This design comes from an exercise in tuning for small area and a short achievable clock period on the open sky130 flow, not from production work. In this exercise RTL edits were held to simulation tests only and were not proved equivalent to the original. Power figures rest on the tool's default switching activity, not on a simulated workload.

// timerTop
module timerTop (
  input  wire                       CPUbus,
  input  wire                       arstN,
  input  wire                       hSel,
  input  wire [32-1:0]        hAddr,
  input  wire [1:0]                 hTrans,
  input  wire                       hWrite,
  input  wire [32-1:0]       hWdata,
  input  wire                       hReady,
  input  wire [2:0]                 evnt,
  output logic [32-1:0]      hRdata,
  output logic                      hReadyOut,
  output logic                      hResp,
  output logic [2-1:0]  pwm,
  output logic                      intr
);
Size: ~1900 cells after synthesis, ~370 flip-flops, about 110 I/O pins, ~0.020 mm² of cells after synthesis.
Settings: LEC_CHECK=0, CAP_MARGIN=20, CORE_MARGIN=2, CORE_UTILIZATION=50, CTS_CLUSTER_DIAMETER=80, CTS_CLUSTER_SIZE=24, SETUP_SLACK_MARGIN=2.5, SLEW_MARGIN=20, TNS_END_PERCENT=10; clock period 5.5 ns.
standard.sh (not shown) runs the stock make flow with config.mk's settings and CLKGATE_MAP_FILE= SYNTH_SCRIPT=/design/flow/synth_recipe.tcl, a recipe that flattens the netlist after the stock synthesis.
==> flow/flow/run.sh <==
#!/bin/bash
# Own layout flow: the standard flow (standard synthesis unchanged), with
# every input and output port buffered by a plain buf_2 instead of the buffer
# cell buffer_ports would pick by itself. Each tool's output goes to its own
# log file here; ORFS keeps its per-step logs under orfs/logs.
set -euo pipefail
export BUFFER_PORTS_ARGS="-buffer_cell sky130_fd_sc_hd__buf_2"
bash standard.sh synth > synth.log 2>&1
bash standard.sh finish > layout.log 2>&1
==> next run, changes <==
==> flow/flow/run.sh (replaced) <==
#!/bin/bash
# Own layout flow: the standard flow, step by step, with the standard
# synthesis unchanged. The only difference from the standard layout is that
# every input and output port is buffered with a plain buf_2 instead of the
# buffer cell buffer_ports would otherwise pick. Each step's full output goes
# to its own log file here; ORFS also keeps its per-step logs under orfs/logs.
set -euo pipefail
export BUFFER_PORTS_ARGS="-buffer_cell sky130_fd_sc_hd__buf_2"
for step in synth floorplan place cts route finish; do
  bash standard.sh "$step" > "$step.log" 2>&1
done
--- a/flow/config.mk
+++ b/flow/config.mk
@@ -10 +10 @@
-export CORE_UTILIZATION = 50
+export CORE_UTILIZATION = 60
@@ -12,0 +13 @@
+export PLACE_DENSITY = 0.75
Hold slack loses 0.0035 ns.
Via count increases by 3.1%.
Routed wire length goes down by 5.3%.
Die area decreases by 16%.
Setup slack degrades by 0.036 ns.
Sequential power stays flat.
Utilization went up by 11 points.
==> next run, changes <==
--- a/flow/config.mk
+++ b/flow/config.mk
@@ -10 +10 @@
-export CORE_UTILIZATION = 60
+export CORE_UTILIZATION = 50
@@ -13,2 +13 @@
-export PLACE_DENSITY = 0.75
-export SETUP_SLACK_MARGIN = 2.5
+export SETUP_SLACK_MARGIN = 2.65
@@ -16 +15 @@
-export TNS_END_PERCENT = 10
+export TNS_END_PERCENT = 5
Die area is higher by 20%.
Worst setup slack gets better by 0.052 ns.
Via count is lower by 1.2%.
Fmax went up by 1.7%.
Wire length goes up by 8.2%.
Power climbs by 4.3%.
Cell count climbs by 3.8%.
Critical path depth rose by 1.
==> next run, changes <==
--- a/flow/config.mk
+++ b/flow/config.mk
@@ -13 +13 @@
-export SETUP_SLACK_MARGIN = 2.65
+export SETUP_SLACK_MARGIN = 2.5
What happened: Count of clock-buffer cells in the layout does not change. Wire length came out lower by about 2.2%. Critical path depth is unchanged.

---

Another version of the RTL of timerTop (not shown whole).
Size in the first run: about 2000 cells after synthesis, about 370 flip-flops, ~110 I/O pins, ~20000 µm² of cells after synthesis.
export LEC_CHECK = 0
export CAP_MARGIN = 20
export CORE_MARGIN = 2
export CORE_UTILIZATION = 50
export CTS_BUF_LIST = sky130_fd_sc_hd__clkbuf_8
export CTS_CLUSTER_DIAMETER = 60
export CTS_CLUSTER_SIZE = 20
export SETUP_SLACK_MARGIN = 2.5
export SLEW_MARGIN = 20
export TNS_END_PERCENT = 10
create_clock -name core_clock -period 5.5 [get_ports {CPUbus}]
run.sh (not shown) runs the stock make flow with config.mk's settings and CLKGATE_MAP_FILE= SYNTH_SCRIPT=/design/flow/synth_recipe.tcl, a recipe that flattens the netlist after the stock synthesis.
Stock flow here: none of the scripts above is used.
Then changed:
CORE_UTILIZATION = 45   (was 50)
CTS_BUF_LIST = default   (was sky130_fd_sc_hd__clkbuf_8)
CTS_CLUSTER_DIAMETER = default   (was 60)
CTS_CLUSTER_SIZE = default   (was 20)
SETUP_SLACK_MARGIN = 2.7   (was 2.5)
What happened: The new run finished clean; routed wire length rises by 5.5%; total power rises by 12%; clock skew falls by 0.0056 ns; combinational power is about the same; non-clock buffer count falls by 19; worst setup slack got worse by 0.018 ns; sequential power is about the same; clock power rises by 43%; design area rises by 1.7%; core utilization falls by 5.0 points; synthesized cell count does not change.
Then changed:
CORE_UTILIZATION = 50   (was 45)
CTS_CLUSTER_DIAMETER = 50   (was default)
CTS_CLUSTER_SIZE = 26   (was default)
SETUP_SLACK_MARGIN = 2.5   (was 2.7)
Effect: Power rises by about 2%; combinational power stays flat; cell count falls by about 2.7%; setup slack gets better by 0.041 ns; sequential cell count is unchanged; die area shrinks by about 10%; sequential share of layout area rose by 0.13 points; final area hardly moves; global-route usage came out higher by 2.5 points.
Then changed:
==> flow/flow/run.sh (new file) <==
#!/bin/bash
# Own layout flow: the standard flow (standard synthesis unchanged), with
# every input and output port buffered by a plain buf_2 instead of the buffer
# cell buffer_ports would pick by itself. Each tool's output goes to its own
# log file here; ORFS keeps its per-step logs under orfs/logs.
set -euo pipefail
export BUFFER_PORTS_ARGS="-buffer_cell sky130_fd_sc_hd__buf_2"
bash standard.sh synth > synth.log 2>&1
bash standard.sh finish > layout.log 2>&1
==> flow/standard.sh (new file) <==
#!/bin/bash
# synth_recipe.tcl (not shown) runs the flow's synth.tcl, then flattens the netlist and writes it again
# the make line also repeats each setting of config.mk as NAME=value (left out here)
make -C /OpenROAD-flow-scripts/flow DESIGN_CONFIG=/design/flow/config.mk WORK_HOME=/design/flow/orfs CLKGATE_MAP_FILE= SYNTH_SCRIPT=/design/flow/synth_recipe.tcl "${@:-finish}"
CTS_CLUSTER_DIAMETER = 60   (was 50)
CTS_CLUSTER_SIZE = 20   (was 26)
SETUP_SLACK_MARGIN = 2.7   (was 2.5)
removed: flow/run.sh
The new run completed without violations.
Die area stays the same.
Sequential cell count stays the same.
Critical path depth does not change.
Design area went down by 2.6%.
Then changed:
==> flow/run.sh (new file) <==
#!/bin/bash
# synth_recipe.tcl (not shown) runs the flow's synth.tcl, then flattens the netlist and writes it again
# the make line also repeats each setting of config.mk as NAME=value (left out here)
make -C /OpenROAD-flow-scripts/flow DESIGN_CONFIG=/design/flow/config.mk WORK_HOME=/design/flow/orfs CLKGATE_MAP_FILE= SYNTH_SCRIPT=/design/flow/synth_recipe.tcl finish
SETUP_SLACK_MARGIN = 2.5   (was 2.7)
removed: flow/flow/run.sh
removed: flow/standard.sh
What happened:
- sequential share of layout area went down by 0.37 points
- via count came out lower slightly
- non-clock buffer count rose by 2
- clock power stays flat
Then changed:
CORE_UTILIZATION = 60   (was 50)
CTS_CLUSTER_DIAMETER = default   (was 60)
CTS_CLUSTER_SIZE = default   (was 20)
After rerunning:
- The new run completed without violations
- sequential power stays flat
- power went up by 0.87%
- design area stays flat
- wire length went down by 0.53%
- hold slack hardly moves
- worst setup slack gets worse by 0.12 ns
- first-iteration DRC count went up by 7.6%
- register-to-register slack gets worse by 0.16 ns
- count of clock-buffer cells in the layout went up by 15

---

Another version of the RTL of timerTop (not shown whole).
Size in the first run: ~2000 cells after synthesis, about 370 flip-flops, ~110 I/O pins, roughly 21000 um2 of cells after synthesis.
## timerTop
module timerTop (
  input  wire                       CPUbus,
  input  wire                       arstN,
  input  wire                       hSel,
  input  wire [32-1:0]        hAddr,
  input  wire [1:0]                 hTrans,
  input  wire                       hWrite,
  input  wire [32-1:0]       hWdata,
  input  wire                       hReady,
  input  wire [2:0]                 evnt,
  output logic [32-1:0]      hRdata,
  output logic                      hReadyOut,
  output logic                      hResp,
  output logic [2-1:0]  pwm,
  output logic                      intr
);
make LEC_CHECK=0 CAP_MARGIN=20 CORE_MARGIN=2 CORE_UTILIZATION=60 SETUP_SLACK_MARGIN=2.4 SLEW_MARGIN=20 finish   # period 5.5 ns
Stock flow here: none of the scripts above is used.
The first run finished clean.
Edit:
ABC_CLOCK_PERIOD_IN_PS = 2500   (was unset)
SETUP_SLACK_MARGIN = 2.8   (was 2.4)
The changed run produced a clean layout.
Via count goes up by 15%.
Worst setup slack is worse by 0.35 ns.
Hold slack is worse by 0.0037 ns.
Combinational power goes up by 33%.
Non-clock buffer count goes up by 167.
Flip-flop and latch count is unchanged.

---

timerTop with an RTL version that a note above also has.
Size in the first run: about 1900 cells after synthesis, about 370 flip-flops, about 110 I/O pins.
==> flow/config.mk <==
export PLATFORM = sky130hd
export DESIGN_NAME = timerTop
export DESIGN_NICKNAME = timerTop
export VERILOG_FILES = /design/flow/design.v
export SDC_FILE = /design/flow/constraint.sdc
export NUM_CORES = 4
export LEC_CHECK = 0
export CAP_MARGIN = 20
export CORE_MARGIN = 2
export CORE_UTILIZATION = 50
export CTS_CLUSTER_DIAMETER = 80
export CTS_CLUSTER_SIZE = 24
export GPL_ROUTABILITY_DRIVEN = 0
export SETUP_SLACK_MARGIN = 2.5
export SLEW_MARGIN = 20
export TNS_END_PERCENT = 5
==> flow/constraint.sdc <==
create_clock -name core_clock -period 5.5 [get_ports {CPUbus}]
set_input_delay 1.1000 -clock core_clock [delete_from_list [all_inputs] [get_ports {CPUbus}]]
set_output_delay 1.1000 -clock core_clock [all_outputs]
set_load 0.01 [all_outputs]
standard.sh (not shown) runs the stock make flow with config.mk's settings and CLKGATE_MAP_FILE= SYNTH_SCRIPT=/design/flow/synth_recipe.tcl, a recipe that flattens the netlist after the stock synthesis.
==> flow/flow/run.sh <==
#!/bin/bash
# Own layout flow: the standard flow, step by step, with the standard
# synthesis unchanged. The only difference from the standard layout is that
# every input and output port is buffered with a plain buf_2 instead of the
# buffer cell buffer_ports would otherwise pick. Each step's full output goes
# to its own log file here; ORFS also keeps its per-step logs under orfs/logs.
set -euo pipefail
export BUFFER_PORTS_ARGS="-buffer_cell sky130_fd_sc_hd__buf_2"
for step in synth floorplan place cts route finish; do
  bash standard.sh "$step" > "$step.log" 2>&1
done
Change:
==> flow/flow/run.sh (replaced) <==
#!/bin/bash
# Own layout flow: the standard flow (standard synthesis unchanged), with
# every input and output port buffered by a plain buf_2 instead of the buffer
# cell buffer_ports would pick by itself. Each tool's output goes to its own
# log file here; ORFS keeps its per-step logs under orfs/logs.
set -euo pipefail
export BUFFER_PORTS_ARGS="-buffer_cell sky130_fd_sc_hd__buf_2"
bash standard.sh synth > synth.log 2>&1
bash standard.sh finish > layout.log 2>&1
--- a/flow/config.mk
+++ b/flow/config.mk
@@ -10,7 +10,6 @@
 export CORE_UTILIZATION = 50
-export CTS_CLUSTER_DIAMETER = 80
-export CTS_CLUSTER_SIZE = 24
-export GPL_ROUTABILITY_DRIVEN = 0
+export CTS_CLUSTER_DIAMETER = 60
+export CTS_CLUSTER_SIZE = 20
 export SETUP_SLACK_MARGIN = 2.5
 export SLEW_MARGIN = 20
-export TNS_END_PERCENT = 5
+export TNS_END_PERCENT = 10
After rerunning: First-iteration DRC count went up by roughly a tenth. Final cell count increases slightly. Die area stays the same. Sequential cell count is unchanged. Hold slack hardly moves. Routed wire length goes down slightly. Register-to-register slack loses 0.03 ns. Non-clock buffer count climbs by 1. Synthesized cell count is unchanged.

-- afterwards: timing with drivers on the ports --
Ports are ideal in the flow. The routed layouts listed here were re-timed in OpenROAD.
Step 1 (the two cells are an assumption about what drives the block):
set clk [get_ports {CPUbus}]
set_driving_cell -lib_cell sky130_fd_sc_hd__clkbuf_16 $clk
set_driving_cell -lib_cell sky130_fd_sc_hd__buf_2 [delete_from_list [all_inputs] $clk]
Step 2 times the ports against the registers' clock, not the clock port: input delays grow and output delays shrink by t, the midpoint of the rising clock arrivals with the driver on.
Three values: no drivers, after step 1, after step 2; two values: the first two.
run	shift t [ns]	setup WS [ns]	worst setup path at the end	latest minus earliest clock arrival (ns)	pins driven straight from the clock port
the first run of note 1	0.618	2.478 / 2.420 / 2.279	input to register	0.022 / 0.022	1
the second run of note 1	0.599	2.441 / 2.387 / 2.254	input to register	0.035 / 0.036	1
the third run of note 1	0.618	2.493 / 2.436 / 2.283	input to register	0.026 / 0.026	1
the fourth run of note 1	0.619	2.481 / 2.423 / 2.290	input to register	0.023 / 0.023	1
the first run of note 2	0.672	2.382 / 2.327 / 2.014	input to register	0.035 / 0.035	1
the second run of note 2	0.635	2.364 / 2.306 / 1.855	input to register	0.029 / 0.029	1
the third run of note 2	0.628	2.405 / 2.349 / 2.066	input to register	0.022 / 0.022	1
the fourth run of note 2	0.617	2.435 / 2.379 / 2.273	input to register	0.018 / 0.018	1
the fifth run of note 2	0.615	2.412 / 2.354 / 2.064	input to register	0.028 / 0.027	1
the sixth run of note 2	0.609	2.287 / 2.229 / 2.042	input to register	0.022 / 0.021	1
the first run of note 3	0.623	2.398 / 2.355 / 1.810	input to register	0.029 / 0.029	1
the second run of note 3	0.603	2.053 / 2.053 / 2.053	register to register	0.026 / 0.026	1
the first run of note 4	0.619	2.481 / 2.423 / 2.290	input to register	0.023 / 0.023	1
the second run of note 4	0.620	2.470 / 2.413 / 2.265	input to register	0.037 / 0.038	1
After both steps every run listed still meets setup and hold. For the first run of note 3, which loses most, drivers alone change the setup slack by -0.043 ns; drivers and shift together by -0.588 ns.
